Source: an optimization exercise on an open RTL-to-GDS flow (aim: small area, a short achievable clock period and few clock cycles per item). Production flows keep margins and buffers that such runs may drop.
At most, simulation tests tie the RTL to the original design; equivalence was not proved.
Power figures rest on the tool's default switching activity, not on a simulated workload.

== alpha ==
## conv_top
module conv_top (
	input  logic        clk,
	input  logic        rst_n,
	input  logic        wb_cyc_i,
	input  logic        wb_stb_i,
	input  logic        wb_we_i,
	input  logic [5:0]  wb_adr_i,
	input  logic [31:0] wb_dat_i,
	output logic [31:0] wb_dat_o,
	output logic        wb_ack_o
);
Settings: LEC_CHECK=0, CAP_MARGIN=20, CORE_MARGIN=2, CORE_UTILIZATION=65, CTS_BUF_LIST=sky130_fd_sc_hd__clkbuf_8, CTS_CLUSTER_DIAMETER=50, CTS_CLUSTER_SIZE=22, SETUP_SLACK_MARGIN=5, SLEW_MARGIN=20; clock period 11.0 ns.
standard.sh (not shown) runs the stock make flow with config.mk's settings and CLKGATE_MAP_FILE= SYNTH_SCRIPT=/design/flow/synth_recipe.tcl, a recipe that flattens the netlist after the stock synthesis.
==> flow/flow/run.sh <==
#!/bin/bash
# The standard layout (standard.sh) with one step added after the standard
# synthesis: flow/fa_polarity.py re-polarises the full adders of the synthesized
# netlist to drop the inverters between them (same function, same registers).
# SETUP_SLACK_MARGIN below sets how far below the clock period ORFS's setup repair
# aims; the clock period and constraints are the standard flow's.
set -euo pipefail
MARGIN=5
sed "s/SETUP_SLACK_MARGIN=[0-9.]*/SETUP_SLACK_MARGIN=$MARGIN/" standard.sh > standard_margin.sh
grep -q "SETUP_SLACK_MARGIN=$MARGIN" standard_margin.sh
R=$(pwd)/orfs/results/sky130hd/conv_top/base
bash standard_margin.sh synth > synth.log 2>&1
cp "$R/1_2_yosys.v" yosys_standard.v
python3 flow/fa_polarity.py yosys_standard.v "$R/1_2_yosys.v" > fa_polarity.log 2>&1
touch "$R/1_2_yosys.v"
bash standard_margin.sh do-1_synth > synth_odb.log 2>&1
bash standard_margin.sh > layout.log 2>&1
Other scripts of this flow, unchanged in this note and not shown: flow/flow/fa_polarity.py
#### Input delta (beta over alpha)
diff --git a/flow/flow/run.sh b/flow/flow/run.sh
--- a/flow/flow/run.sh
+++ b/flow/flow/run.sh
@@ -8 +8 @@
-MARGIN=5
+MARGIN=6.5
## What came out
Diff alpha -> beta: ratio of routed vias to standard cells did not really move; final area moved up; worst hold slack rose 0.0070 ns; power density over cell area decreased about 2.6%.
Diff alpha -> beta | largest driver fanout on the critical path | decrease of 10
Comparing met3 layer wire length in the routed design for alpha and beta, the bigger number came from beta.
Compared to alpha, the router laid down more metal wire for beta.
Total design power of beta exceeds that of alpha by a few percent.
Run comparison: beta capture point of the critical path acc_c[2][8]$_DFF_P_; alpha capture point of the critical path wb_ack_o
On beta: non-clock buffer instance count of the final layout is about 60% higher than what alpha gave.
Summary — portion of total power attributed to combinational logic, beta relative to alpha: higher, by 1.6 points.
No run of this note included a check of the RTL's function; only the layout flow was run.

* * *

conv_top, a different RTL version from the one above (not shown whole).
Size in the first run: about 5100 cells after synthesis, ~76 I/O pins, about 60000 sq um of cells after synthesis.
// conv_top
module conv_top (
	input  logic        clk,
	input  logic        rst_n,
	input  logic        wb_cyc_i,
	input  logic        wb_stb_i,
	input  logic        wb_we_i,
	input  logic [5:0]  wb_adr_i,
	input  logic [31:0] wb_dat_i,
	output logic [31:0] wb_dat_o,
	output logic        wb_ack_o
);
==> flow/config.mk <==
export PLATFORM = sky130hd
export DESIGN_NAME = conv_top
export DESIGN_NICKNAME = conv_top
export VERILOG_FILES = /design/flow/design.v
export SDC_FILE = /design/flow/constraint.sdc
export NUM_CORES = 8
export LEC_CHECK = 0
export CAP_MARGIN = 20
export CORE_MARGIN = 2
export CORE_UTILIZATION = 65
export CTS_BUF_LIST = sky130_fd_sc_hd__clkbuf_8
export CTS_CLUSTER_DIAMETER = 50
export CTS_CLUSTER_SIZE = 18
export SETUP_SLACK_MARGIN = 5
export SLEW_MARGIN = 20
==> flow/constraint.sdc <==
create_clock -name core_clock -period 11.0 [get_ports {clk}]
set_input_delay 2.2000 -clock core_clock [delete_from_list [all_inputs] [get_ports {clk}]]
set_output_delay 2.2000 -clock core_clock [all_outputs]
set_load 0.01 [all_outputs]
==> flow/flow/run.sh <==
#!/bin/bash
# The standard layout (standard.sh) with two changes:
#  - after the standard synthesis, flow/fa_polarity.py re-polarises the full adders
#    of the synthesized netlist to drop the inverters between them (same function,
#    same registers, same cells otherwise);
#  - the port buffers that ORFS puts on every input and output are BUF cells of
#    drive 4 instead of ORFS's default pick.
# MARGIN is ORFS's SETUP_SLACK_MARGIN (how far below the clock period the setup
# repair aims); the clock period and constraints are the standard flow's.
set -euo pipefail
MARGIN=5.5
PORTBUF=sky130_fd_sc_hd__buf_4
sed -e "s/SETUP_SLACK_MARGIN=[0-9.]*/SETUP_SLACK_MARGIN=$MARGIN/" \
    -e "s/ \"\${@:-finish}\"/ BUFFER_PORTS_ARGS=\"-buffer_cell $PORTBUF\" \"\${@:-finish}\"/" \
    standard.sh > standard_mod.sh
grep -q "SETUP_SLACK_MARGIN=$MARGIN" standard_mod.sh
grep -q "BUFFER_PORTS_ARGS" standard_mod.sh
R=$(pwd)/orfs/results/sky130hd/conv_top/base
bash standard_mod.sh synth > synth.log 2>&1
cp "$R/1_2_yosys.v" yosys_standard.v
python3 flow/fa_polarity.py yosys_standard.v "$R/1_2_yosys.v" > fa_polarity.log 2>&1
touch "$R/1_2_yosys.v"
bash standard_mod.sh do-1_synth > synth_odb.log 2>&1
bash standard_mod.sh > layout.log 2>&1
Other scripts of this flow, unchanged in this note and not shown: flow/flow/fa_polarity.py
The first run finished clean.
Testbench counts at the start, summed over its fixed seeds: cycles 11,761, jobs 512.
Rerun with:
--- a/flow/flow/run.sh
+++ b/flow/flow/run.sh
@@ -10,3 +10,3 @@
 set -euo pipefail
-MARGIN=5.5
+MARGIN=6
 PORTBUF=sky130_fd_sc_hd__buf_4
Outcome: Routed wire length grows by a few percent; hold slack is about the same; area after synthesis stays the same; maximum frequency shrinks slightly; die area stays the same; non-clock buffer count grows by 144; setup slack degrades by 0.040 ns; cell area went up by a few percent; final cell count climbs by a few percent; global-route usage goes up by 1.1 points; via count goes up by a few percent.
Rerun with:
--- a/flow/flow/run.sh
+++ b/flow/flow/run.sh
@@ -10,3 +10,3 @@
 set -euo pipefail
-MARGIN=6
+MARGIN=5.75
 PORTBUF=sky130_fd_sc_hd__buf_4
Total power shrinks by about 1.5%.
Clock-buffer cell count is unchanged.
Routed wire length went down by about 1.8%.
Via count came out lower by 1.6%.
Register-to-register slack is worse by 0.13 ns.
Clock power is about the same.
Worst hold slack is worse by 0.013 ns.

* * *

## red
conv_top, a different RTL version from the one above (not shown whole).
For scale: about 4,800 cells after synthesis, ~76 I/O pins, ~0.059 mm^2 of cells after synthesis.
==> flow/config.mk <==
export PLATFORM = sky130hd
export DESIGN_NAME = conv_top
export DESIGN_NICKNAME = conv_top
export VERILOG_FILES = /design/flow/design.v
export SDC_FILE = /design/flow/constraint.sdc
export NUM_CORES = 8
export LEC_CHECK = 0
export CAP_MARGIN = 20
export CORE_MARGIN = 2
export CORE_UTILIZATION = 65
export CTS_BUF_LIST = sky130_fd_sc_hd__clkbuf_8
export CTS_CLUSTER_DIAMETER = 50
export CTS_CLUSTER_SIZE = 18
export SETUP_SLACK_MARGIN = 5
export SLEW_MARGIN = 20
==> flow/constraint.sdc <==
create_clock -name core_clock -period 11.0 [get_ports {clk}]
set_input_delay 2.2000 -clock core_clock [delete_from_list [all_inputs] [get_ports {clk}]]
set_output_delay 2.2000 -clock core_clock [all_outputs]
set_load 0.01 [all_outputs]
==> flow/flow/run.sh <==
#!/bin/bash
# The standard layout (standard.sh) with two changes:
#  - after the standard synthesis, flow/fa_polarity.py re-polarises the full adders
#    of the synthesized netlist to drop the inverters between them (same function,
#    same registers, same cells otherwise);
#  - the port buffers that ORFS puts on every input and output are BUF cells of
#    drive 4 instead of ORFS's default pick.
# MARGIN is ORFS's SETUP_SLACK_MARGIN (how far below the clock period the setup
# repair aims); the clock period and constraints are the standard flow's.
set -euo pipefail
MARGIN=4.5
PORTBUF=sky130_fd_sc_hd__buf_4
sed -e "s/SETUP_SLACK_MARGIN=[0-9.]*/SETUP_SLACK_MARGIN=$MARGIN/" \
    -e "s/ \"\${@:-finish}\"/ BUFFER_PORTS_ARGS=\"-buffer_cell $PORTBUF\" \"\${@:-finish}\"/" \
    standard.sh > standard_mod.sh
grep -q "SETUP_SLACK_MARGIN=$MARGIN" standard_mod.sh
grep -q "BUFFER_PORTS_ARGS" standard_mod.sh
R=$(pwd)/orfs/results/sky130hd/conv_top/base
bash standard_mod.sh synth > synth.log 2>&1
cp "$R/1_2_yosys.v" yosys_standard.v
python3 flow/fa_polarity.py yosys_standard.v "$R/1_2_yosys.v" > fa_polarity.log 2>&1
touch "$R/1_2_yosys.v"
bash standard_mod.sh do-1_synth > synth_odb.log 2>&1
bash standard_mod.sh > layout.log 2>&1
Other scripts of this flow, unchanged in this note and not shown: flow/flow/fa_polarity.py
Testbench counts of red, summed over its fixed seeds: cycles 11,761, jobs 512.
Setup changes, red to blue
--- a/flow/flow/run.sh
+++ b/flow/flow/run.sh
@@ -10,3 +10,3 @@
 set -euo pipefail
-MARGIN=4.5
+MARGIN=5.5
 PORTBUF=sky130_fd_sc_hd__buf_4
--- outcome ---
blue against red: slack of the critical path went up, number of cells on the worst reg-to-reg path went up, total number of vias went up.
Worst setup slack before clock tree synthesis: higher on blue
--- input diff blue..green ---
--- a/flow/flow/run.sh
+++ b/flow/flow/run.sh
@@ -10,3 +10,3 @@
 set -euo pipefail
-MARGIN=5.5
+MARGIN=5
 PORTBUF=sky130_fd_sc_hd__buf_4
On wire length, green does better than blue. When green is measured against blue, its register share of the cell area turns out 1.2 points higher. Per the final summary, green finished and its layout is clean on timing, DRC and antenna. Re post-placement setup slack: green and blue aren't equal, and the lower value belongs to green. Global-route wire length before repair was higher in the run labelled blue. Met2 layer usage reported by global route | green below blue. The final cycle utilization of the critical path of green exceeds that of blue by 0.89 points.
Input-level comparison between orange and green:
--- a/flow/flow/run.sh
+++ b/flow/flow/run.sh
@@ -10,3 +10,3 @@
 set -euo pipefail
-MARGIN=5
+MARGIN=6
 PORTBUF=sky130_fd_sc_hd__buf_4
==> comparison <==
Relative to green, total detailed-routing wirelength has increased by about 8% in orange.
On cell area: orange sits above green.
Final setup skew (lower): orange
Number of setup buffers added after CTS ended up 137 higher on orange than on green.

## separate check: timing with driven ports
How much do the figures lean on ideal ports? The routed layouts below were timed once more, with nothing changed but the port constraints. Step 1, drivers: a clkbuf_16 drives clk and a buf_2 each remaining input, both assumed. Step 2 also shifts input and output timing later by t, the mid clock arrival at the registers, as if the neighbouring blocks saw the same clock. Slacks: no drivers / after step 1 / after step 2; pairs: no drivers / after step 1.
| run | t, ns | slack for setup (ns) | worst hold slack (ns) | worst setup path after step 2 | pins driven straight from the clock port |
|---|---|---|---|---|---|
| alpha | 0.877 | 4.996 / 4.972 / 4.972 | 0.461 / 0.461 / 0.461 | input to output | 1 |
| beta | 0.913 | 5.208 / 5.208 / 5.208 | 0.468 / 0.468 / 0.468 | register to register | 1 |
| the first run of note 2 | 0.843 | 5.475 / 5.332 / 5.332 | 0.475 / 0.475 / 0.475 | input to output | 1 |
| the second run of note 2 | 0.877 | 5.434 / 5.343 / 5.217 | 0.476 / 0.476 / 0.476 | input to register | 1 |
| the third run of note 2 | 0.880 | 5.473 / 5.295 / 5.295 | 0.462 / 0.462 / 0.462 | input to output | 1 |
| red | 0.899 | 4.662 / 4.600 / 4.600 | 0.456 / 0.456 / 0.456 | input to output | 1 |
| blue | 0.931 | 5.155 / 5.065 / 5.065 | 0.456 / 0.456 / 0.456 | input to output | 1 |
| green | 0.908 | 5.058 / 4.932 / 4.932 | 0.454 / 0.454 / 0.454 | input to output | 1 |
| orange | 0.901 | 5.199 / 5.105 / 5.105 | 0.457 / 0.457 / 0.457 | input to output | 1 |
After both steps setup and hold are still met in every run listed. The setup slack of the second run of note 2, which loses most, moves by -0.091 ns with the drivers and by -0.217 ns with both steps.
